From an optimization exercise on the open Yosys and OpenROAD flow, aimed at small area and a short achievable clock period; shortcuts taken in it are not production practice.
In this exercise RTL edits were held to simulation tests only and were not proved equivalent to the original.
Power figures rest on the tool's default switching activity, not on a simulated workload.

**design/flow/run.sh**
```bash
#!/bin/bash
# synth_recipe.tcl (not shown) runs the flow's synth.tcl, then flattens the netlist and writes it again
# the make line also repeats each setting of config.mk as NAME=value (left out here)
make -C /OpenROAD-flow-scripts/flow DESIGN_CONFIG=/design/flow/config.mk WORK_HOME=/design/flow/orfs CLKGATE_MAP_FILE= SYNTH_SCRIPT=/design/flow/synth_recipe.tcl finish
```
**design/flow/config.mk**
```make
export PLATFORM = sky130hd
export DESIGN_NAME = tcdm_interconnect
export DESIGN_NICKNAME = tcdm_interconnect
export VERILOG_FILES = /design/flow/design.v
export SDC_FILE = /design/flow/constraint.sdc
export NUM_CORES = 4
export LEC_CHECK = 0
export CAP_MARGIN = 20
export CORE_MARGIN = 2
export CORE_UTILIZATION = 25
export PLACE_DENSITY = 0.3
export SLEW_MARGIN = 20
```
**design/flow/constraint.sdc**
```tcl
create_clock -name core_clock -period 9.0 [get_ports {clk_i}]
set_input_delay 1.8000 -clock core_clock [delete_from_list [all_inputs] [get_ports {clk_i}]]
set_output_delay 1.8000 -clock core_clock [all_outputs]
set_load 0.01 [all_outputs]
```
**design/flow/design.v**
```verilog
package tcdm_pkg;
  localparam int unsigned DataWidth = 32;
  localparam int unsigned BeWidth   = DataWidth / 8;
  localparam int unsigned AddrWidth = 32;
  localparam int unsigned AtopWidth = 6;
endpackage
`timescale 1ns/100ps
module tcdm_req_xbar #(
  parameter int unsigned NumCores = 4,
  parameter int unsigned NumBanks = 8
) (
  input  logic                                clk_i,
  input  logic                                rst_ni,
  input  logic [NumCores-1:0]                 core_req_i,
  input  logic [NumCores-1:0][NumBanks-1:0]   core_bank_oh_i,
  input  logic [NumBanks-1:0]                 bank_busy_i,
  output logic [NumBanks-1:0]                 bank_hit_o,
  output logic [NumBanks-1:0][NumCores-1:0]   bank_gnt_o
);
  localparam int unsigned CoreIdxWidth = (NumCores > 1) ? $clog2(NumCores) : 1;
  for (genvar b = 0; b < NumBanks; b++) begin : gen_bank
    logic [NumCores-1:0]     hit;
    logic [NumCores-1:0]     win;
    logic [CoreIdxWidth-1:0] rr_q;
    logic [CoreIdxWidth-1:0] rr_d;
    always_comb begin
      for (int unsigned c = 0; c < NumCores; c++) begin
        hit[c] = core_req_i[c] && core_bank_oh_i[c][b];
      end
    end
    always_comb begin
      for (int unsigned c = 0; c < NumCores; c++) begin
        win[c] = hit[c];
        for (int unsigned o = 0; o < NumCores; o++) begin
          if (o != c) begin
            if (CoreIdxWidth'(o - rr_q) < CoreIdxWidth'(c - rr_q)) begin
              win[c] = win[c] && !hit[o];
            end
          end
        end
      end
    end
    assign bank_hit_o[b] = |hit;
    assign bank_gnt_o[b] = bank_busy_i[b] ? '0 : win;
    always_comb begin
      rr_d = '0;
      for (int unsigned c = 0; c < NumCores; c++) begin
        if (win[c]) rr_d = rr_d | CoreIdxWidth'(c + 1);
      end
    end
    always_ff @(posedge clk_i or negedge rst_ni) begin
      if (!rst_ni) begin
        rr_q <= '0;
      end else if (|hit && !bank_busy_i[b]) begin
        rr_q <= rr_d;
      end
    end
  end
endmodule
`timescale 1ns/100ps
module tcdm_amo_shim (
  input  logic                           clk_i,
  input  logic [tcdm_pkg::DataWidth-1:0] wdata_i,
  input  logic [tcdm_pkg::AtopWidth-1:0] atop_i,
  input  logic [tcdm_pkg::DataWidth-1:0] old_i,
  output logic [tcdm_pkg::DataWidth-1:0] result_o
);
  localparam int unsigned DW = tcdm_pkg::DataWidth;
  logic [3:0]    op_q;
  logic [DW-1:0] operand_q;
  always_ff @(posedge clk_i) begin
    op_q      <= {atop_i[4:2], atop_i[0]};
    operand_q <= wdata_i;
  end
  logic          minmax, sgn, pick_min, add;
  logic [2:0]    tt;
  logic [DW-1:0] a, b, sum;
  logic          cout, lt, pick_a;
  assign minmax   = op_q[3];
  assign sgn      = !op_q[2];
  assign pick_min = !op_q[1];
  assign add      = (op_q[3:1] == 3'b000) && !op_q[0];
  assign tt[0]    = !(op_q[2] && op_q[1]);
  assign tt[1]    = op_q[2] ^ op_q[1];
  assign tt[2]    = op_q[2] || !op_q[1];
  assign a = old_i;
  assign b = operand_q;
  assign {cout, sum} = {1'b0, a} + {1'b0, b ^ {DW{minmax}}} + {{DW{1'b0}}, minmax};
  assign lt     = (a[DW-1] ^ b[DW-1]) ? (sgn ? a[DW-1] : b[DW-1]) : !cout;
  assign pick_a = pick_min ? lt : !lt;
  always_comb begin
    for (int unsigned i = 0; i < DW; i++) begin
      if (add) begin
        result_o[i] = sum[i];
      end else if (minmax) begin
        result_o[i] = pick_a ? a[i] : b[i];
      end else begin
        result_o[i] = (a[i] && b[i] && tt[2]) || (a[i] && !b[i] && tt[1]) ||
                      (!a[i] && b[i] && tt[0]);
      end
    end
  end
endmodule
`timescale 1ns/100ps
module tcdm_resp_router #(
  parameter int unsigned NumCores = 4,
  parameter int unsigned NumBanks = 8
) (
  input  logic                                         clk_i,
  input  logic                                         rst_ni,
  input  logic [NumCores-1:0][NumBanks-1:0]            core_bank_oh_i,
  input  logic [NumCores-1:0]                          core_gnt_i,
  input  logic [NumCores-1:0]                          core_amo_i,
  input  logic [NumBanks-1:0][tcdm_pkg::DataWidth-1:0] bank_rdata_i,
  output logic [NumCores-1:0]                          core_r_valid_o,
  output logic [NumCores-1:0][tcdm_pkg::DataWidth-1:0] core_r_rdata_o,
  output logic [NumBanks-1:0][NumCores-1:0]            bank_wb_o
);
  logic [NumCores-1:0]               valid_q;
  logic [NumCores-1:0]               amo_q;
  logic [NumCores-1:0][NumBanks-1:0] bank_q;
  always_ff @(posedge clk_i or negedge rst_ni) begin
    if (!rst_ni) begin
      valid_q <= '0;
      amo_q   <= '0;
    end else begin
      valid_q <= core_gnt_i;
      amo_q   <= core_gnt_i & core_amo_i;
    end
  end
  always_ff @(posedge clk_i) begin
    bank_q <= core_bank_oh_i;
  end
  assign core_r_valid_o = valid_q;
  always_comb begin
    for (int unsigned c = 0; c < NumCores; c++) begin
      core_r_rdata_o[c] = '0;
      for (int unsigned b = 0; b < NumBanks; b++) begin
        core_r_rdata_o[c] = core_r_rdata_o[c] | (bank_rdata_i[b] & {tcdm_pkg::DataWidth{bank_q[c][b]}});
        bank_wb_o[b][c]   = amo_q[c] && bank_q[c][b];
      end
    end
  end
endmodule
`timescale 1ns/100ps
module tcdm_interconnect #(
  parameter int unsigned NumCores     = 4,
  parameter int unsigned NumBanks     = 8,
  parameter int unsigned AddrMemWidth = 8
) (
  input  logic                                         clk_i,
  input  logic                                         rst_ni,
  input  logic [NumCores-1:0]                          core_req_i,
  input  logic [NumCores-1:0][tcdm_pkg::AddrWidth-1:0] core_add_i,
  input  logic [NumCores-1:0]                          core_we_i,
  input  logic [NumCores-1:0][tcdm_pkg::DataWidth-1:0] core_wdata_i,
  input  logic [NumCores-1:0][tcdm_pkg::BeWidth-1:0]   core_be_i,
  input  logic [NumCores-1:0][tcdm_pkg::AtopWidth-1:0] core_atop_i,
  output logic [NumCores-1:0]                          core_gnt_o,
  output logic [NumCores-1:0]                          core_r_valid_o,
  output logic [NumCores-1:0][tcdm_pkg::DataWidth-1:0] core_r_rdata_o,
  output logic [NumBanks-1:0]                          sram_req_o,
  output logic [NumBanks-1:0]                          sram_we_o,
  output logic [NumBanks-1:0][AddrMemWidth-1:0]        sram_add_o,
  output logic [NumBanks-1:0][tcdm_pkg::DataWidth-1:0] sram_wdata_o,
  output logic [NumBanks-1:0][tcdm_pkg::BeWidth-1:0]   sram_be_o,
  input  logic [NumBanks-1:0][tcdm_pkg::DataWidth-1:0] sram_rdata_i
);
  localparam int unsigned DW           = tcdm_pkg::DataWidth;
  localparam int unsigned BankSelWidth = $clog2(NumBanks);
  logic [NumCores-1:0][NumBanks-1:0]     core_bank_oh;
  logic [NumCores-1:0][AddrMemWidth-1:0] core_row;
  logic [NumCores-1:0][AddrMemWidth-1:0] row_q;
  logic [NumCores-1:0]                   core_amo;
  logic [NumCores-1:0][DW-1:0]           amo_result;
  logic [NumBanks-1:0]                   bank_hit;
  logic [NumBanks-1:0]                   bank_busy;
  logic [NumBanks-1:0][NumCores-1:0]     bank_gnt;
  logic [NumBanks-1:0][NumCores-1:0]     bank_wb;
  for (genvar c = 0; c < NumCores; c++) begin : gen_core
    assign core_bank_oh[c] = NumBanks'(1) << core_add_i[c][2 +: BankSelWidth];
    assign core_row[c]     = core_add_i[c][2 + BankSelWidth +: AddrMemWidth];
    assign core_amo[c]     = core_atop_i[c][5] && !(core_atop_i[c][4:2] == 3'b000 && core_atop_i[c][1]);
    tcdm_amo_shim i_amo_shim (
      .clk_i    ( clk_i                 ),
      .wdata_i  ( core_wdata_i[c]       ),
      .atop_i   ( core_atop_i[c]        ),
      .old_i    ( core_r_rdata_o[c]     ),
      .result_o ( amo_result[c]         )
    );
  end
  always_ff @(posedge clk_i) begin
    row_q <= core_row;
  end
  tcdm_req_xbar #(
    .NumCores ( NumCores ),
    .NumBanks ( NumBanks )
  ) i_req_xbar (
    .clk_i          ( clk_i        ),
    .rst_ni         ( rst_ni       ),
    .core_req_i     ( core_req_i   ),
    .core_bank_oh_i ( core_bank_oh ),
    .bank_busy_i    ( bank_busy    ),
    .bank_hit_o     ( bank_hit     ),
    .bank_gnt_o     ( bank_gnt     )
  );
  tcdm_resp_router #(
    .NumCores ( NumCores ),
    .NumBanks ( NumBanks )
  ) i_resp_router (
    .clk_i          ( clk_i          ),
    .rst_ni         ( rst_ni         ),
    .core_bank_oh_i ( core_bank_oh   ),
    .core_gnt_i     ( core_gnt_o     ),
    .core_amo_i     ( core_amo       ),
    .bank_rdata_i   ( sram_rdata_i   ),
    .core_r_valid_o ( core_r_valid_o ),
    .core_r_rdata_o ( core_r_rdata_o ),
    .bank_wb_o      ( bank_wb        )
  );
  always_comb begin
    core_gnt_o = '0;
    for (int unsigned b = 0; b < NumBanks; b++) begin
      core_gnt_o = core_gnt_o | bank_gnt[b];
    end
  end
  always_comb begin
    for (int unsigned b = 0; b < NumBanks; b++) begin
      bank_busy[b]    = |bank_wb[b];
      sram_req_o[b]   = bank_busy[b] || bank_hit[b];
      sram_we_o[b]    = bank_busy[b];
      sram_add_o[b]   = '0;
      sram_wdata_o[b] = '0;
      sram_be_o[b]    = {tcdm_pkg::BeWidth{bank_busy[b]}};
      for (int unsigned c = 0; c < NumCores; c++) begin
        if (bank_gnt[b][c]) begin
          sram_we_o[b]    = sram_we_o[b] | (core_we_i[c] && !core_amo[c]);
          sram_add_o[b]   = sram_add_o[b] | core_row[c];
          sram_wdata_o[b] = sram_wdata_o[b] | core_wdata_i[c];
          sram_be_o[b]    = sram_be_o[b] | core_be_i[c];
        end
        if (bank_wb[b][c]) begin
          sram_add_o[b]   = sram_add_o[b] | row_q[c];
          sram_wdata_o[b] = sram_wdata_o[b] | amo_result[c];
        end
      end
    end
  end
endmodule
```
==> results of run 1 <==
[power by group through the flow]
stage	sequential (uW)	clock [uW]	combinational, uW
after detailed placement	1310	0	6290
after global placement	1310	0	6300
after CTS	1290	1940	6340
after floorplan	1180	0	2700
after global routing	1310	1980	6830
final	1310	1930	6710
[layout by cell type (no fill, tap or decap), types with 81 or more instances in the layout]
| master | Yosys | routed |
|---|---|---|
| a211oi_1 | 138 | 125 |
| a21oi_1 | 404 | 393 |
| a221o_1 | 102 | 101 |
| a221oi_1 | 239 | 233 |
| a22o_1 | 146 | 146 |
| a22oi_1 | 1000 | 998 |
| buf_12 | 0 | 81 |
| buf_4 | 7 | 798 |
| clkdlybuf4s50_1 | 0 | 938 |
| dfxtp_1 | 208 | 172 |
| ha_1 | 180 | 176 |
| inv_1 | 108 | 108 |
| nand2_1 | 690 | 688 |
| nand3_1 | 125 | 123 |
| nand4_1 | 161 | 161 |
| nor2_1 | 378 | 376 |
| o211ai_1 | 154 | 154 |
| o21ai_0 | 218 | 215 |
| o221ai_1 | 138 | 134 |
| xor2_1 | 163 | 163 |
[cells by family after synthesis]
| logic type | after synthesis | share of synthesized area (%) |
|---|---|---|
| muxes | 118 | 2.77 |
| buffers and inverters | 873 | 7.59 |
| DFF | 232 | 10.7 |
| AOI/OAI and AO/OA | 3080 | 51.7 |
| adders and majority gates | 184 | 5.26 |
| and+or+nand+nor | 1710 | 17.8 |
| xor gates and xnor gates | 211 | 4.19 |
[sequential cells by signal (all words and copies together) (netlist names)]
signal                         cells
gen_core.i_amo_shim.operand_q    128
gen_core.i_amo_shim.op_q          16
i_resp_router.bank_q              32
row_q                             32
i_resp_router.valid_q              4
i_req_xbar.gen_bank.rr_q          16
i_resp_router.amo_q                4
[per-layer routing]
layer	GRT usage, %	wire, um
met4	44.5	53300
met5	0.0265	179
met2	71.9	193000
met3	21.1	64300
met1	58.1	173000
[stage by stage]
step	util [%]	instances	cell area [um^2]	setup TNS (ns)
6_report	36.6	9984	64400	-1.51
5_1_grt	36.5	9951	64300	-0.243
4_1_cts	36.2	9913	63700	0
3_5_place_dp	35.3	9837	62100	-1.06
3_3_place_gp	35.2	9837	62100	-1.92
2_1_floorplan	-	6408	44300	0
[final cells by class]
type	instances	area share, %
multi-input cells	5303	57.3
clock buffers	53	1.84
well taps	2340	4.55
clock inverters	21	0.610
repair buffers	1875	27.4
diodes	50	0.194
inverters	110	0.641
flip-flops and latches	232	7.48
[path summary, 6_finish.rpt]
path                                           startpoint                             end  slack [ns]  depth (start not counted)
max                                     sram_rdata_i[201]               sram_wdata_o[156]       -0.12                         20
min                        i_req_xbar.gen_bank[6].rr_q[0]  i_req_xbar.gen_bank[6].rr_q[0]        0.56                          1
max reg2reg                        i_resp_router.amo_q[0]          i_resp_router.amo_q[2]        4.25                          9
min reg2reg                i_req_xbar.gen_bank[6].rr_q[0]  i_req_xbar.gen_bank[6].rr_q[0]        0.56                          1
max in group asynchronous                          rst_ni          i_resp_router.amo_q[2]        7.12                          2
min in group asynchronous                          rst_ni  i_req_xbar.gen_bank[7].rr_q[0]        1.54                          2
[worst register-to-register path: stages (launching register included)]
cell and delay, ns:
dfrtp_1 0.63, and2_1 0.29, buf_4 0.33, nor4_1 0.94, o21ai_0 0.38, a211oi_4 0.61, buf_4 0.63, buf_4 0.44
nor4_1 0.13, a21oi_1 0.27
[timing repair]
action                     4_1_cts  5_1_grt
pin swaps                        4       30
cloned                           0        1
gates resized for setup         12      116
setup endpoints to repair       36      245
buffers inserted                 2       18
==> results.yml, run 1 <==
power:
  total_power_uw: 9950
  intPower_uw: 4840
  p_seq_share_pct: 13.1
  leakage_uw: 0.0253
  power.switching_uw: 5110
  pwr-share-clk_pct: 19.4
  power-per-cell-area_nw_per_um2: 154
  ir_worst_vdd_v: 0.000134
  switching_share_pct: 51.3
  power_frac_comb_pct: 67.5
logic_synthesis:
  synth_edf_count: 0
  ys_ff_latch: 232
  synth_flop_cell: "dfxtp_1"
  syn_area_um2: 44300
  yosysMostFrequentCell: "a22oi_1"
  yosysSeqAreaShare_pct: 10.7
  yosysTopAreaCell: "a22oi_1"
  synthArstFlopShare_pct: 10.3
  synthTopCellsByCount: "a22oi_1, nand2_1, clkbuf_1, a21oi_1, nor2_1"
  ys_types: 92
  syn_area_per_cell_um2: 6.92
  ys_top_cells_by_area: "a22oi_1, dfxtp_1, nand2_1"
  synth_top_cell_area_share_pct: 16.9
  synth-warning-count: 4
  synth_nets: 7154
  synth_cells: 6408
layout:
  fillers: 18800
  drive_gt1_share_pct: 16.2
  syn_to_final_growth_pct: 45.3
  fin_nets: 8308
  multi_input_area_um2: 36900
  regArea_um2: 4820
critical_path:
  max_stage_delay_ns: 0.60
  worstSetupPathType: "primary input to output pin"
  worstPathCellList: "clkdlybuf4s50_1, a22oi_1, nand4_1, buf_6, ha_1, a21o_1, a31oi_1, o21ai_1, a31oi_4, o21ba_4, o41ai_4, buf_4, xnor2_4, buf_4, clkbuf_16, mux2i_1, a21oi_1, buf_6, a211o_1, clkdlybuf4s50_1"
  crit_path_max_fanout: 10
  startpoint_type: "primary input"
  critPathArrivalTime_ns: 7.32
  crit_family: "buffers and inverters"
  crit_slowest_cell: "clkdlybuf4s50_1"
  required_ns: 7.20
  endpoint_kind: "output pin"
  worst-path-buf-inv: 7
grt:
  overflow: 0
  track_usage_pct: 50.7
  antenna_found_initial: 76
  grt_max_degree: 59
  grt_pass1_vias: 66800
  grt_pass1_wl_um: 626000
clocking:
  cts_buffer_depth: 3
  clock-root-buffer: "clkbuf_16"
  htree_levels: 2
  cts_tree: "built"
  insertion_delay_ns: 0.69
  cts_hold_buffers: 0
  clk_transition_reported_paths_ns: 0.07
  numClockSinks: 232
  numCtsBuffers: 40
min_path:
  hold_path.class: "flip-flop to flip-flop"
sta:
  relSlewSlack_pct: 10.8
  maxSlewViolCount: 0
  period_minus_slack_ns: 9.12
  finalWorstSetupSlack_ns: -0.118
  max_freq_mhz: 110
  finClkSkew_ns: 0.0197
  post-route-period-util_pct: 101
  hold_viol: 0
  setup_viol: 46
  worstMarginPinSlew_ns: 1.34
  finalHoldWorstSlack_ns: 0.562
floorplan:
  die_w_um: 425
  core-area_um2: 176000
  rows: 154
  chipHeight_um: 425
  io_pins: 1066
  start_util_pct: 25.2
  die_area_um2: 181000
outcome:
  violatedChecks: "negative setup slack"
  status: "complete, but fails checks"
routing:
  wl_per_cell_um: 48.5
  dr.first_iter.drc_count: 13800
  drt-pass1-iter-count: 10
  drc: 0
  drt_wl_total_um: 484000
  vias_per_cell: 7.25
  routed-via-count: 72300
  ant_nets: 0
place:
  port_buffers: 981
  place_ws_ns: -0.131
  dp_hpwl_um: 353000
  gp_congestion: 1.07
run:
  max-cap-violations: 0
==> run 2: changes to the inputs <==
--- a/design/flow/design.v
+++ b/design/flow/design.v
@@ -90,2 +90,6 @@
   assign pick_a = pick_min ? lt : !lt;
+  logic [2:0] ft;
+  assign ft[0] = minmax ? !pick_a : tt[0];
+  assign ft[1] = minmax ?  pick_a : tt[1];
+  assign ft[2] = minmax ?  1'b1   : tt[2];
   always_comb begin
@@ -94,7 +98,5 @@
         result_o[i] = sum[i];
-      end else if (minmax) begin
-        result_o[i] = pick_a ? a[i] : b[i];
       end else begin
-        result_o[i] = (a[i] && b[i] && tt[2]) || (a[i] && !b[i] && tt[1]) ||
-                      (!a[i] && b[i] && tt[0]);
+        result_o[i] = (a[i] && b[i] && ft[2]) || (a[i] && !b[i] && ft[1]) ||
+                      (!a[i] && b[i] && ft[0]);
       end
==> design/flow/flow/run.sh (new file) <==
#!/bin/bash
# Standard ORFS layout; the only change is the cell used to buffer the ports
# (the smallest plain buffer instead of the tool's default pick). Timing repair
# still resizes any port buffer that needs more drive.
set -euo pipefail
export BUFFER_PORTS_ARGS="-buffer_cell sky130_fd_sc_hd__buf_1"
bash standard.sh finish > standard_finish.log 2>&1
==> design/flow/standard.sh (new file) <==
#!/bin/bash
# synth_recipe.tcl (not shown) runs the flow's synth.tcl, then flattens the netlist and writes it again
# the make line also repeats each setting of config.mk as NAME=value (left out here)
make -C /OpenROAD-flow-scripts/flow DESIGN_CONFIG=/design/flow/config.mk WORK_HOME=/design/flow/orfs CLKGATE_MAP_FILE= SYNTH_SCRIPT=/design/flow/synth_recipe.tcl "${@:-finish}"
--- a/design/flow/config.mk
+++ b/design/flow/config.mk
@@ -11,2 +11,3 @@
 export PLACE_DENSITY = 0.3
+export SETUP_SLACK_MARGIN = 1.0
 export SLEW_MARGIN = 20
removed: design/flow/run.sh
==> run 2 against run 1 <==
Now clean on timing, DRC and antenna. Clock skew is 0.0073 ns higher. Critical path depth is 2 lower. Combinational power is 13% lower. Flip-flop and latch count stayed put. First-iteration DRC count is 24% lower. Clock power hardly changed. Largest cell class unchanged. Non-clock buffer count is 177 lower. Largest power group unchanged. Hold slack better by 0.0023 ns. Critical path type unchanged. Maximum frequency is 9.6% higher. Via count is 13% lower. Clock-buffer cell count is 1 lower.
==> results.yml, run 2 <==
routing:
  drc: 0
  dr.first_iter.drc_count: 10400
  ant_nets: 0
  routed-via-count: 63000
  drt_wl_total_um: 414000
  vias_per_cell: 7.08
  drt-pass1-iter-count: 14
  wl_per_cell_um: 46.4
floorplan:
  rows: 147
  chipHeight_um: 407
  core-area_um2: 161000
  die_area_um2: 166000
  start_util_pct: 25.2
  die_w_um: 407
  io_pins: 1066
clocking:
  numClockSinks: 232
  clk_transition_reported_paths_ns: 0.06
  cts_hold_buffers: 0
  clock-root-buffer: "clkbuf_16"
  numCtsBuffers: 42
  cts_tree: "built"
  htree_levels: 2
  insertion_delay_ns: 0.69
  cts_buffer_depth: 3
place:
  dp_hpwl_um: 300000
  port_buffers: 981
  gp_congestion: 0.991
  placed_area_um2: 49500
sta:
  relSlewSlack_pct: 5.45
  maxSlewViolCount: 0
  hold_viol: 0
  finalSetupTns_ns: 0
  period_minus_slack_ns: 8.32
  post-route-period-util_pct: 92.4
  rsz0062_at_grt: "true"
  worstMarginPinSlew_ns: 1.42
  max_freq_mhz: 120
  finClkSkew_ns: 0.0271
  setup_viol: 0
critical_path:
  rr_worst_depth: 9
  worstSetupPathType: "primary input to output pin"
  critPathArrivalTime_ns: 6.52
  timing.rr.end: "i_resp_router.amo_q[2]"
  worst_r2r_startpoint: "i_resp_router.bank_q[29]"
  endpoint_kind: "output pin"
  required_ns: 7.20
  crit_path_max_fanout: 7
  r2r_setup_slack_ns: 4.32
  startpoint_type: "primary input"
grt:
  grt_pass1_wl_um: 536000
  grt_pass1_vias: 58300
  overflow: 0
  antenna_found_initial: 67
  track_usage_pct: 47.2
  grt_max_degree: 54
power:
  pwr-share-clk_pct: 21.2
  power.switching_uw: 4750
  intPower_uw: 4300
  ir_worst_vdd_v: 0.000145
  leakage_uw: 0.0214
  power_frac_comb_pct: 64.5
  switching_share_pct: 52.5
  p_seq_share_pct: 14.3
  power-per-cell-area_nw_per_um2: 159
min_path:
  holdPathStages: 1
  min_from: "i_req_xbar.gen_bank[0].rr_q[0]"
  min_to: "i_req_xbar.gen_bank[0].rr_q[0]"
  hold_path.class: "flip-flop to flip-flop"
layout:
  regArea_um2: 4820
  fillers: 17500
  multi_input_area_um2: 36300
  final_common_cell: "a22oi_1"
  fin_nets: 7419
  layout_common_cells: "a22oi_1, buf_1, buf_4"
  top_regs: "gen_core.i_amo_shim.operand_q: 128 flops, i_resp_router.bank_q: 32 flops, row_q: 32 flops"
  top_register: "gen_core.i_amo_shim.operand_q"
  syn_to_final_growth_pct: 40.5
  final_cell_area_um2: 57000
  largest_reg_flops: 128
  drive_gt1_share_pct: 24.0
logic_synthesis:
  synth_mux_area_share_pct: 1.28
  synth_nets: 6394
  synth_top_family_by_area: "compound AO/OA/AOI/OAI gates"
  synth_cells: 5649
  syn_area_um2: 40600
  synth_flop_cell: "dfxtp_1"
  ys_top_cells_by_area: "a22oi_1, dfxtp_1, a221oi_1"
  synth-warning-count: 4
  ys_ff_latch: 232
  ys_types: 101
  synthArstFlopShare_pct: 10.3
  synth_edf_count: 0
  yosysTopAreaCell: "a22oi_1"
  synth-simple-area-share_pct: 16.2
  syn_area_per_cell_um2: 7.19
  yosysMostFrequentCell: "a22oi_1"
  synthAdderAreaFrac_pct: 5.71
  synth_compound_area_share_pct: 51.7
  synth_xor_xnor_area_share_pct: 5.06
  yosysSeqAreaShare_pct: 11.7
  synthTopCellsByCount: "a22oi_1, nand2_1, clkbuf_1, nor2_1, a221oi_1"
  synth_top_cell_area_share_pct: 15.7
run:
  max-cap-violations: 0
outcome:
  status: "complete, no violations"
==> run 2: changes by cell type in the layout (fill, tap and decap cells not counted), sizes merged, moves of 49 or more <==
cell / change
o21ai: -59
buf: +689
a22oi: -152
nand2: -167
clkdlybuf4s50: -938
o221ai: +78
a21oi: -189
nor2: -116
clkbuf: +107
inv: +49
o211ai: -54
==> run 2: routing by layer <==
| metal | up-vias | share of wire [%] | track usage [%] |
|---|---|---|---|
| met1 | 31400 | 36 | 55.7 |
| met5 | - | 0.065 | 0.565 |
| met3 | 1490 | 12 | 15.1 |
| met4 | 44 | 11 | 40.2 |
| li1 | 24900 | - | - |
| met2 | 5175 | 41 | 68.9 |
==> run 2: repair_timing <==
| item | CTS | global route |
|---|---|---|
| pin swaps | 94 | 157 |
| endpoints found under the setup margin | 256 | 256 |
| resized for setup | 268 | 776 |
| setup buffers | 69 | 92 |
==> run 2: critical path, stage by stage <==
cell	delay [ns]
buf_1	0.17
a22oi_1	0.22
nand4_1	0.50
ha_1	0.67
nand2_1	0.10
nor3_1	0.33
o21ai_2	0.14
and4_4	0.21
o31ai_4	0.36
a31oi_4	0.17
buf_12	0.16
nor2_4	0.13
buf_6	0.12
a221oi_4	0.05
buf_6	0.16
buf_6	0.13
o211ai_1	0.84
buf_1	0.23
==> run 2: cell families (layout without fill, tap and decap cells) <==
group                    Yosys count  in the layout
AND/OR/NAND/NOR                 1382           1382
XOR/XNOR                         234            234
AO/OA/AOI/OAI                   2692           2692
multiplexers                      51             51
flip-flops                       232            232
buffers and inverters            875           1932
other                              0             42
adder cells (fa/ha/maj)          183            183
==> run 2: how the worst max path moves through the flow <==
stage                              endpoint              start  slack, ns  depth (start not counted)
after floorplan           sram_wdata_o[113]    sram_rdata_i[0]       1.59                         17
after detailed placement   sram_wdata_o[48]  sram_rdata_i[110]       0.12                         17
after CTS                 sram_wdata_o[197]  sram_rdata_i[128]       0.98                         20
after global routing      sram_wdata_o[119]  sram_rdata_i[192]       0.61                         23
final                     sram_wdata_o[151]   sram_rdata_i[54]       0.68                         18
after global placement     sram_wdata_o[48]  sram_rdata_i[142]       0.14                         17
==> run 2: power groups by stage <==
stage	logic [uW]	clock network [uW]	registers, uW
final	5840	1920	1290
after global routing	5990	1970	1290
after CTS	5170	1950	1280
after detailed placement	4890	0	1300
after global placement	4910	0	1300
after floorplan	2450	0	1170
==> run 2: cell type report <==
cell class,count,area share (%)
Sequential cell,232,8.45
Multi-Input combinational cell,4542,63.7
Clock inverter,24,0.719
Tap cell,2160,4.74
Inverter,158,1.04
Timing Repair Buffer,1698,19.1
Antenna cell,42,0.184
Clock buffer,52,2.05
==> run 2: metrics by stage <==
| stage | worst slack [ns] | hold WS (ns) | utilization (%) | total power (uW) | instances |
|---|---|---|---|---|---|
| 3_3_place_gp | 0.140 | 0.554 | 30.7 | 6210 | 8627 |
| 6_report | 0.681 | 0.564 | 35.4 | 9050 | 8908 |
| 2_1_floorplan | 1.59 | 0.517 | - | 3620 | 5649 |
| 3_5_place_dp | 0.124 | 0.556 | 30.7 | 6190 | 8627 |
| 4_1_cts | 0.980 | 0.570 | 32.9 | 8390 | 8772 |
| 5_1_grt | 0.610 | 0.593 | 35.4 | 9260 | 8890 |
==> run 3: changes to the inputs <==
--- a/design/flow/config.mk
+++ b/design/flow/config.mk
@@ -11,3 +11,3 @@
 export PLACE_DENSITY = 0.3
-export SETUP_SLACK_MARGIN = 1.0
+export SETUP_SLACK_MARGIN = 0.6
 export SLEW_MARGIN = 20
==> run 3 against run 2 <==
Final area decreased by 8.3%. Hold slack worse by 0.0015 ns. Sequential power is essentially flat. Largest power group unchanged. Register-to-register slack improved by 0.06 ns. Clock power about the same. Setup slack lost 0.11 ns. Still clean. Highest routed layer unchanged. Largest cell class unchanged. Global-route usage fell by 0.16 points. Flip-flop and latch count did not move. Clock skew down 0.0030 ns.
==> results.yml, run 3 <==
logic_synthesis:
  synth_top_family_by_area: "compound AO/OA/AOI/OAI gates"
  syn_area_um2: 40600
  ys_ff_latch: 232
  yosysTopAreaCell: "a22oi_1"
  ys_top_cells_by_area: "a22oi_1, dfxtp_1, a221oi_1"
  synth_xor_xnor_area_share_pct: 5.06
  synth_cells: 5649
  yosysSeqAreaShare_pct: 11.7
  synth-warning-count: 4
  yosysMostFrequentCell: "a22oi_1"
  synth_top_cell_area_share_pct: 15.7
  synthAdderAreaFrac_pct: 5.71
  synth-simple-area-share_pct: 16.2
  syn_area_per_cell_um2: 7.19
  synthArstFlopShare_pct: 10.3
  synth_mux_area_share_pct: 1.28
  synth_nets: 6394
  synth_flop_cell: "dfxtp_1"
  synth_edf_count: 0
  synth_compound_area_share_pct: 51.7
  ys_types: 101
  synthTopCellsByCount: "a22oi_1, nand2_1, clkbuf_1, nor2_1, a221oi_1"
power:
  ir_worst_vdd_v: 0.000144
  power-per-cell-area_nw_per_um2: 162
  power.switching_uw: 4510
  leakage_uw: 0.0195
  intPower_uw: 4000
  pwr-share-clk_pct: 22.7
  switching_share_pct: 53.0
  power_frac_comb_pct: 62.2
  p_seq_share_pct: 15.2
place:
  place_inst: 8627
  dp_hpwl_um: 300000
  gp_congestion: 0.991
  port_buffers: 981
  place_ws_ns: 0.124
grt:
  grt_max_degree: 54
  use_met2_pct: 69.1
  grt_pass1_wl_um: 533000
  grtUsageMet1_pct: 55.4
  antenna_found_initial: 66
  overflow: 0
  grt_pass1_vias: 57900
  track_usage_pct: 47.1
  met3_usage_pct: 15.2
  top_usage_layer: "met2"
sta:
  max_freq_mhz: 119
  post-route-period-util_pct: 93.7
  hold_viol: 0
  relSlewSlack_pct: 15.0
  rsz0062_at_grt: "true"
  finalSetupTns_ns: 0
  finClkSkew_ns: 0.0240
  period_minus_slack_ns: 8.43
  setup_viol: 0
  finalWorstSetupSlack_ns: 0.567
  worstMarginPinSlew_ns: 1.28
  maxSlewViolCount: 0
clocking:
  clock-root-buffer: "clkbuf_16"
  htree_levels: 2
  insertion_delay_ns: 0.69
  numClockSinks: 232
  numCtsBuffers: 42
  clk_transition_reported_paths_ns: 0.06
  cts_buffer_depth: 3
  cts_hold_buffers: 0
  cts_tree: "built"
floorplan:
  core-area_um2: 161000
  chipHeight_um: 407
  die_area_um2: 166000
  io_pins: 1066
  rows: 147
  die_w_um: 407
  start_util_pct: 25.2
routing:
  dr.first_iter.drc_count: 10600
  ant_nets: 0
  vias_per_cell: 7.06
  drc: 0
  drt_wl_total_um: 411000
  drt-pass1-iter-count: 11
  wl_per_cell_um: 46.7
  routed-via-count: 62200
layout:
  top_regs: "gen_core.i_amo_shim.operand_q: 128 flops, i_resp_router.bank_q: 32 flops, row_q: 32 flops"
  layout_common_cells: "buf_1, a22oi_1, buf_4"
  regArea_um2: 4810
  final_common_cell: "buf_1"
  largest_reg_flops: 128
  top_register: "gen_core.i_amo_shim.operand_q"
  drive_gt1_share_pct: 15.3
  finalNonFillerCells: 8805
  fillers: 17800
  multi_input_area_um2: 33400
  syn_to_final_growth_pct: 28.8
  fin_nets: 7317
critical_path:
  endpoint_kind: "output pin"
  startpoint_type: "primary input"
  critPathArrivalTime_ns: 6.63
  required_ns: 7.20
  crit_path_max_fanout: 7
  worstSetupPathType: "primary input to output pin"
min_path:
  hold_path.class: "flip-flop to flip-flop"
run:
  max-cap-violations: 0
outcome:
  status: "complete, no violations"
==> run 3: cell counts after synthesis <==
Identical to the previous run, type by type.
==> run 3: metal layers <==
layer	share of wire [%]	routed length [um]	vias to the layer above
met2	41	169000	5192
met3	12	48400	1391
met5	0.078	322	-
li1	-	-	24700
met4	10	42600	36
met1	37	150000	30900
==> run 3: repair_timing <==
item / CTS / global route
setup buffers: 12 / 49
gates resized for setup: 42 / 134
setup endpoints to repair: 224 / 245
pin swaps: 9 / 69
==> run 3: power groups by stage <==
stage	clock network, uW	logic [uW]	registers [uW]
floorplan	0	2450	1170
global placement	0	4910	1300
detailed placement	0	4890	1300
CTS	1950	4960	1270
global route	1970	5440	1290
finish	1930	5290	1290
==> run 3: final cells by class <==
| class | instances | share of cell area [%] |
|---|---|---|
| well taps | 2160 | 5.16 |
| repair buffers | 1596 | 17.5 |
| flip-flops and latches | 232 | 9.20 |
| diodes | 41 | 0.196 |
| multi-input cells | 4542 | 63.8 |
| clock buffers | 52 | 2.24 |
| inverters | 158 | 1.13 |
| clock inverters | 24 | 0.784 |
==> run 3: cells by family after synthesis <==
family / count (synthesis)
DFF: 232
AOI/OAI and AO/OA: 2692
buffers and inverters: 875
and+or+nand+nor: 1382
adders and majority gates: 183
xor gates and xnor gates: 234
muxes: 51
==> run 3: critical path: stages <==
cell	delay, ns
buf_2	0.14
a22oi_2	0.19
nand4_1	0.39
buf_6	0.31
fa_2	0.43
nand3_1	0.09
o21ai_1	0.08
a211o_1	0.33
a31oi_4	0.38
o211ai_4	0.12
buf_6	0.15
a32oi_4	0.23
buf_8	0.13
mux2i_1	0.07
a221oi_2	0.33
buf_6	0.24
buf_6	0.12
o21ai_0	0.06
a21oi_1	0.22
o211ai_1	0.45
buf_2	0.32
==> run 3: metrics by stage <==
stage	util [%]	instance area [um^2]	total power [uW]	hold slack, ns
after floorplan	-	40600	3620	0.517
after global placement	30.7	49500	6210	0.554
after detailed placement	30.7	49500	6190	0.556
after CTS	31.9	51300	8180	0.570
after global routing	32.5	52300	8700	0.593
final	32.5	52300	8500	0.563
==> run 3: worst paths after layout <==
kind,from,endpoint,slack (ns),cells after the start
max,sram_rdata_i[161],sram_wdata_o[183],0.57,21
min,i_req_xbar.gen_bank[0].rr_q[0],i_req_xbar.gen_bank[0].rr_q[0],0.56,1
max reg2reg,i_resp_router.bank_q[29],i_resp_router.amo_q[2],4.38,9
min reg2reg,i_req_xbar.gen_bank[0].rr_q[0],i_req_xbar.gen_bank[0].rr_q[0],0.56,1
max in group asynchronous,rst_ni,i_req_xbar.gen_bank[3].rr_q[1],7.32,2
min in group asynchronous,rst_ni,i_resp_router.valid_q[2],1.24,2
==> run 4: changes to the inputs <==
--- a/design/flow/config.mk
+++ b/design/flow/config.mk
@@ -9,4 +9,4 @@
 export CORE_MARGIN = 2
-export CORE_UTILIZATION = 25
-export PLACE_DENSITY = 0.3
+export CORE_UTILIZATION = 30
+export PLACE_DENSITY = 0.35
 export SETUP_SLACK_MARGIN = 0.6
==> run 4 against run 3 <==
Sequential power about the same. Die area fell by 17%. Synthesized area unchanged. Clock power down 6%. Final area decreased by 2.0%. Core utilization rose by 5.5 points. Sequential share of layout area rose by 0.18 points. Maximum frequency is 0.88% lower. Combinational power is 3% lower. Routed wire length decreased by 5.0%. Final cell count fell by 4.7%. Critical path depth is 4 lower. Largest cell class unchanged. Largest power group unchanged. Highest routed layer unchanged.
==> results.yml, run 4 <==
logic_synthesis:
  synth_flop_cell: "dfxtp_1"
  yosysTopAreaCell: "a22oi_1"
  synthArstFlopShare_pct: 10.3
  ys_top_cells_by_area: "a22oi_1, dfxtp_1, a221oi_1"
  syn_area_per_cell_um2: 7.19
  synth_top_cell_area_share_pct: 15.7
  synth_cells: 5649
  yosysSeqAreaShare_pct: 11.7
  ys_types: 101
  syn_area_um2: 40600
  synth_edf_count: 0
  synth_nets: 6394
  yosysMostFrequentCell: "a22oi_1"
  ys_ff_latch: 232
  synth-warning-count: 4
  synthTopCellsByCount: "a22oi_1, nand2_1, clkbuf_1, nor2_1, a221oi_1"
grt:
  track_usage_pct: 52.9
  grt_max_degree: 49
  grtUsageMet1_pct: 62.2
  grt_pass1_vias: 56900
  top_usage_layer: "met2"
  grt_pass1_wl_um: 507000
  use_met2_pct: 73.2
  antenna_found_initial: 71
  met3_usage_pct: 22.9
  overflow: 0
routing:
  ant_nets: 0
  vias_per_cell: 7.58
  drt_wl_total_um: 391000
  wl_per_cell_um: 46.5
  drc: 0
  routed-via-count: 63600
  dr.first_iter.drc_count: 13300
  drt-pass1-iter-count: 11
clocking:
  insertion_delay_ns: 0.70
  htree_levels: 2
  cts_buffer_depth: 3
  numCtsBuffers: 41
  clock-root-buffer: "clkbuf_16"
  clk_transition_reported_paths_ns: 0.06
  numClockSinks: 232
  cts_tree: "built"
  cts_hold_buffers: 0
critical_path:
  crit_path_max_fanout: 11
  worstSetupPathType: "primary input to output pin"
  startpoint_type: "primary input"
  critPathArrivalTime_ns: 6.71
  endpoint_kind: "output pin"
  required_ns: 7.20
power:
  power_frac_comb_pct: 62.4
  pwr-share-clk_pct: 21.9
  power.switching_uw: 4470
  ir_worst_vdd_v: 0.000137
  switching_share_pct: 54.2
  p_seq_share_pct: 15.7
  leakage_uw: 0.0191
  intPower_uw: 3780
  power-per-cell-area_nw_per_um2: 161
run:
  max-cap-violations: 0
min_path:
  hold_path.class: "flip-flop to flip-flop"
layout:
  final_cell_area_um2: 51300
  layout_common_cells: "buf_1, a22oi_1, buf_4"
  top_regs: "gen_core.i_amo_shim.operand_q: 128 flops, i_resp_router.bank_q: 32 flops, row_q: 32 flops"
  largest_reg_flops: 128
  fin_nets: 7273
  syn_to_final_growth_pct: 26.3
  drive_gt1_share_pct: 15.0
  final_common_cell: "buf_1"
  top_register: "gen_core.i_amo_shim.operand_q"
sta:
  finalHoldWorstSlack_ns: 0.560
  rsz0062_at_grt: "true"
  hold_viol: 0
  finClkSkew_ns: 0.104
  worstMarginPinSlew_ns: 1.36
  finalSetupTns_ns: 0
  maxSlewViolCount: 0
  relSlewSlack_pct: 9.58
  post-route-period-util_pct: 94.5
  period_minus_slack_ns: 8.51
  finalWorstSetupSlack_ns: 0.493
  setup_viol: 0
  max_freq_mhz: 118
place:
  placed_area_um2: 47900
  port_buffers: 981
  place_ws_ns: 0.0985
  dp_hpwl_um: 280000
  gp_congestion: 1.04
floorplan:
  core-area_um2: 135000
  die_w_um: 372
  die_area_um2: 138000
  rows: 135
  start_util_pct: 30.1
  chipHeight_um: 372
  io_pins: 1066
outcome:
  status: "complete, no violations"
## run 4: area by class of cell
type	instances	area [um^2]
Fill cell	14600	83700
Multi-Input combinational cell	4543	33700
Timing Repair Buffer	1552	8420
Sequential cell	232	4810
Tap cell	1781	2230
Clock buffer	54	1170
Inverter	158	593
Clock inverter	19	273
Antenna cell	52	130
## run 4: logic make-up (layout without fill, tap and decap cells)
logic type	Yosys count	count (layout)	share of synthesized area [%]
mux	51	51	1.28
xor+xnor	234	234	5.06
compound gates	2692	2693	51.7
simple gates	1382	1382	16.2
flops	232	232	11.7
buf+inv	875	1783	8.35
other cells	0	52	0
fa+ha+maj	183	183	5.71
## run 4: power groups by stage
stage	Sequential, uW	Combinational [uW]	Clock (uW)
floorplan	1170	2450	0
global placement	1300	4630	0
detailed placement	1300	4620	0
CTS	1280	4700	1800
global route	1300	5250	1830
finish	1300	5150	1810
## run 4: timing repair
action	CTS	global route
resized for setup	45	164
endpoints found under the setup margin	252	256
buffers inserted	31	60
gates cloned	0	1
pin swaps	22	54
## run 4: final timing paths
| path | slack (ns) | startpoint | cells after the start | to |
|---|---|---|---|---|
| max | 0.49 | sram_rdata_i[4] | 17 | sram_wdata_o[20] |
| min | 0.56 | i_req_xbar.gen_bank[2].rr_q[0] | 1 | i_req_xbar.gen_bank[2].rr_q[0] |
| max reg2reg | 3.80 | i_resp_router.bank_q[30] | 7 | i_resp_router.amo_q[3] |
| min reg2reg | 0.56 | i_req_xbar.gen_bank[2].rr_q[0] | 1 | i_req_xbar.gen_bank[2].rr_q[0] |
| max in group asynchronous | 7.42 | rst_ni | 2 | i_req_xbar.gen_bank[6].rr_q[0] |
| min in group asynchronous | 1.16 | rst_ni | 2 | i_resp_router.valid_q[3] |
## run 4: critical path: stages
cell and delay, ns:
buf_1 0.14, a22oi_1 0.19, nand4_1 0.44, ha_1 0.55, o211ai_1 0.13, o211ai_1 0.22
nand4b_1 0.18, a21bo_2 0.32, a211oi_4 0.36, mux2i_2 0.40, buf_4 0.32, a21oi_1 0.10
a21oi_1 0.15, o21ai_2 0.25, buf_4 0.28, o221ai_2 0.62, buf_1 0.21
## run 4: metrics by stage
step | total power, uW | std cells | util [%]
after floorplan | 3620 | 5649 | -
after global placement | 5930 | 8171 | 35.5
after detailed placement | 5920 | 8172 | 35.5
after CTS | 7780 | 8276 | 36.9
after global routing | 8380 | 8356 | 37.9
final | 8260 | 8391 | 38.0
## run 4: metal layers
| metal | up-vias | wire, um |
|---|---|---|
| met5 | - | 509 |
| met4 | 50 | 42800 |
| met3 | 1822 | 56800 |
| met2 | 6100 | 151000 |
| met1 | 31000 | 140000 |
| li1 | 24600 | - |
==> run 5: changes to the inputs <==
--- a/design/flow/design.v
+++ b/design/flow/design.v
@@ -174,3 +174,4 @@
   logic [NumCores-1:0][AddrMemWidth-1:0] core_row;
-  logic [NumCores-1:0][AddrMemWidth-1:0] row_q;
+  logic [NumBanks-1:0][AddrMemWidth-1:0] bank_row;
+  logic [NumBanks-1:0][AddrMemWidth-1:0] bank_row_q;
   logic [NumCores-1:0]                   core_amo;
@@ -194,3 +195,3 @@
   always_ff @(posedge clk_i) begin
-    row_q <= core_row;
+    bank_row_q <= bank_row;
   end
@@ -233,3 +234,3 @@
       sram_we_o[b]    = bank_busy[b];
-      sram_add_o[b]   = '0;
+      bank_row[b]     = '0;
       sram_wdata_o[b] = '0;
@@ -239,3 +240,3 @@
           sram_we_o[b]    = sram_we_o[b] | (core_we_i[c] && !core_amo[c]);
-          sram_add_o[b]   = sram_add_o[b] | core_row[c];
+          bank_row[b]     = bank_row[b] | core_row[c];
           sram_wdata_o[b] = sram_wdata_o[b] | core_wdata_i[c];
@@ -244,3 +245,2 @@
         if (bank_wb[b][c]) begin
-          sram_add_o[b]   = sram_add_o[b] | row_q[c];
           sram_wdata_o[b] = sram_wdata_o[b] | amo_result[c];
@@ -248,4 +248,5 @@
       end
-    end
-  end
-endmodule
+      sram_add_o[b] = bank_busy[b] ? bank_row_q[b] : bank_row[b];
+    end
+  end
+endmodule
--- a/design/flow/config.mk
+++ b/design/flow/config.mk
@@ -9,4 +9,4 @@
 export CORE_MARGIN = 2
-export CORE_UTILIZATION = 30
-export PLACE_DENSITY = 0.35
+export CORE_UTILIZATION = 25
+export PLACE_DENSITY = 0.3
 export SETUP_SLACK_MARGIN = 0.6
==> run 5 against run 4 <==
Synthesized area fell by 1.9%. Critical path depth did not move. Maximum frequency rose by 1.3%. Global-route usage fell by 6.1 points. Final cell count rose by 2.0%. Synthesized cell count fell by 3.0%. Die area rose by 18%. Hold slack improved by 0.0059 ns. Final area fell by 1.1%. First-iteration DRC count fell by 24%. Core utilization fell by 6.0 points. Critical path type unchanged. Critical endpoint is now sram_wdata_o[127].
==> results.yml, run 5 <==
critical_path:
  worstSetupPathType: "primary input to output pin"
  worst-path-buf-inv: 4
  critPathArrivalTime_ns: 6.60
  worstPathCellList: "buf_1, a22oi_1, nand4_1, buf_4, ha_1, nand2_1, o31ai_1, a221oi_2, o22ai_1, o22ai_1, o41ai_1, xnor2_1, a21oi_1, buf_4, a221o_1, a221o_1, buf_4"
  startpoint_type: "primary input"
  max_stage_delay_ns: 0.68
  crit_slowest_cell: "o41ai_1"
  crit_cells: 17
  cpMostUsedCell: "buf_4"
  worst_r2r_startpoint: "i_resp_router.bank_q[0]"
  crit_family: "compound AO/OA/AOI/OAI gates"
  crit_start: "sram_rdata_i[1]"
  endpoint_kind: "output pin"
  required_ns: 7.20
  rr_worst_depth: 8
  crit_path_max_fanout: 8
sta:
  setup_viol: 0
  max_freq_mhz: 119
  post-route-period-util_pct: 93.3
  relSlewSlack_pct: 12.1
  finalSetupTns_ns: 0
  maxSlewViolCount: 0
  worstMarginPinSlew_ns: 1.32
  finalHoldWorstSlack_ns: 0.566
  finalWorstSetupSlack_ns: 0.599
  rsz0062_at_grt: "true"
  period_minus_slack_ns: 8.40
  hold_viol: 0
  finClkSkew_ns: 0.0256
place:
  gp_congestion: 1.03
  place_ws_ns: 0.183
  dp_hpwl_um: 301000
  place_inst: 8397
  port_buffers: 981
logic_synthesis:
  yosysSeqAreaShare_pct: 13.6
  ys_ff_latch: 264
  synth_top_cell_area_share_pct: 18.3
  synth-warning-count: 4
  synth_edf_count: 0
  synthTopCellsByCount: "a22oi_1, nand2_1, clkbuf_1, a21oi_1, dfxtp_1"
  yosysMostFrequentCell: "a22oi_1"
  synth_cells: 5481
  ys_types: 94
  syn_area_per_cell_um2: 7.27
  synth_nets: 6226
  synth_flop_cell: "dfxtp_1"
  synthArstFlopShare_pct: 9.09
  ys_top_cells_by_area: "a22oi_1, dfxtp_1, ha_1"
  yosysTopAreaCell: "a22oi_1"
  syn_area_um2: 39800
floorplan:
  die_w_um: 403
  die_area_um2: 163000
  io_pins: 1066
  chipHeight_um: 403
  start_util_pct: 25.2
  core-area_um2: 158000
  rows: 146
layout:
  layout_common_cells: "a22oi_1, buf_1, buf_4"
  fillers: 17600
  multi_input_area_um2: 32000
  fin_nets: 7173
  top_regs: "gen_core.i_amo_shim.operand_q: 128 flops, bank_row_q: 64 flops, i_resp_router.bank_q: 32 flops"
  finalNonFillerCells: 8562
  largest_reg_flops: 128
  final_common_cell: "a22oi_1"
  top_register: "gen_core.i_amo_shim.operand_q"
  drive_gt1_share_pct: 14.4
  syn_to_final_growth_pct: 27.3
  regArea_um2: 5450
clocking:
  clk_transition_reported_paths_ns: 0.06
  cts_buffer_depth: 3
  numCtsBuffers: 43
  numClockSinks: 264
  insertion_delay_ns: 0.67
  clock-root-buffer: "clkbuf_16"
  cts_tree: "built"
  cts_hold_buffers: 0
  htree_levels: 2
grt:
  antenna_found_initial: 61
  overflow: 0
  grt_pass1_vias: 55100
  grt_pass1_wl_um: 522000
  grt_max_degree: 49
  track_usage_pct: 46.8
routing:
  wl_per_cell_um: 47.1
  drt_wl_total_um: 403000
  drc: 0
  vias_per_cell: 6.99
  dr.first_iter.drc_count: 10000
  routed-via-count: 59800
  ant_nets: 0
  drt-pass1-iter-count: 9
power:
  power-per-cell-area_nw_per_um2: 167
  ir_worst_vdd_v: 0.000139
  leakage_uw: 0.0200
min_path:
  hold_path.class: "flip-flop to flip-flop"
  min_from: "i_req_xbar.gen_bank[0].rr_q[0]"
  holdPathStages: 1
run:
  max-cap-violations: 0
outcome:
  status: "complete, no violations"
run 5: cell count changes in the layout (fill, tap and decap cells not counted), moves of 32 or more:
cell,change
a22oi_1,+127
nor2_1,-44
a22o_1,-51
dfxtp_1,+32
a221oi_1,-74
buf_1,-33
a21o_1,+82
a222oi_1,-64
nand3_1,-84
a221o_1,+91
a21oi_1,+58
buf_4,+48
o221ai_2,-44
run 5: layout make-up:
type,instances,area share (%)
diodes,31,0.153
repair buffers,1558,17.0
inverters,127,0.940
well taps,2072,5.11
clock buffers,57,2.47
multi-input cells,4434,63.0
clock inverters,19,0.545
flip-flops and latches,264,10.7
run 5: cell families (layout without fill, tap and decap cells):
group / count (synthesis) / count (layout) / share of synthesized area, %
AOI/OAI and AO/OA: 2711 / 2711 / 51.5
and+or+nand+nor: 1267 / 1268 / 15.2
buffers and inverters: 784 / 1761 / 7.68
DFF: 264 / 264 / 13.6
xor gates and xnor gates: 236 / 236 / 5.21
adders and majority gates: 183 / 183 / 5.82
muxes: 36 / 36 / 0.977
other: 0 / 31 / 0
run 5: through the flow:
step           cell area, um^2  power (uW)  utilization [%]
2_1_floorplan            39800        3720                -
3_3_place_gp             48300        6220             30.5
3_5_place_dp             48300        6200             30.5
4_1_cts                  50200        8200             31.7
5_1_grt                  50700        8630             32.0
6_report                 50700        8460             32.0
run 5: worst paths after layout:
check,end,slack [ns]
setup / recovery,sram_wdata_o[127],0.60
hold / removal,i_req_xbar.gen_bank[0].rr_q[0],0.57
setup reg to reg,i_resp_router.amo_q[3],4.31
hold reg to reg,i_req_xbar.gen_bank[0].rr_q[0],0.57
max in group asynchronous,i_req_xbar.gen_bank[7].rr_q[1],7.22
min in group asynchronous,i_req_xbar.gen_bank[6].rr_q[1],1.24
run 5: where the power goes:
group / leakage, uW / total [uW] / internal, uW / switching, uW
Sequential: 0.00232 / 1430 / 1250 / 174
Combinational: 0.0169 / 5110 / 1610 / 3500
Clock: 0.000747 / 1920 / 1120 / 799
Total: 0.0200 / 8460 / 3990 / 4470
run 5: routing by layer:
metal	global-route usage (%)	vias to the layer above	share of wire, %
met4	34.5	38	9.2
li1	-	23900	-
met2	69.1	4972	41
met1	56.7	29700	38
met3	15.3	1206	12
met5	0	-	0.051
run 5: what timing repair did:
item	CTS	global route
resized for setup	29	59
setup buffers	29	27
cloned	1	0
pin swaps	23	30
setup endpoints to repair	239	230

==> static timing again, ports no longer ideal <==
In the flow no input, the clock included, has a driving cell. The finished layouts below were timed again as built, in two steps. Step 1 sets driving cells, clkbuf_16 on the clock port and buf_2 on the other inputs (assumed; they add their load-dependent delay and slew). Step 2, shift: input delay + t, output delay - t, t = (earliest + latest rising clock arrival at the registers) / 2. This alone moves slack from input paths to output paths. Slacks: no drivers / after step 1 / after step 2; pairs: no drivers / after step 1.
| run | t (ns) | setup WS [ns] | hold slack, ns | worst setup path after step 2 | worst slew at a driven data input, ns |
|---|---|---|---|---|---|
| run 1 | 0.756 | -0.118 / -0.147 / -0.147 | 0.562 / 0.562 / 0.562 | input to output | 0.20 |
| run 2 | 0.744 | 0.681 / 0.589 / 0.618 | 0.564 / 0.564 / 0.564 | input to output | 0.22 |
| run 3 | 0.746 | 0.567 / 0.486 / 0.486 | 0.563 / 0.563 / 0.563 | input to output | 0.23 |
| run 4 | 0.752 | 0.493 / 0.466 / 0.466 | 0.560 / 0.560 / 0.560 | input to output | 0.22 |
| run 5 | 0.752 | 0.599 / 0.510 / 0.510 | 0.566 / 0.566 / 0.566 | input to output | 0.23 |
The setup slack of run 5, which loses most, moves by -0.089 ns with the drivers and by -0.089 ns with both steps.
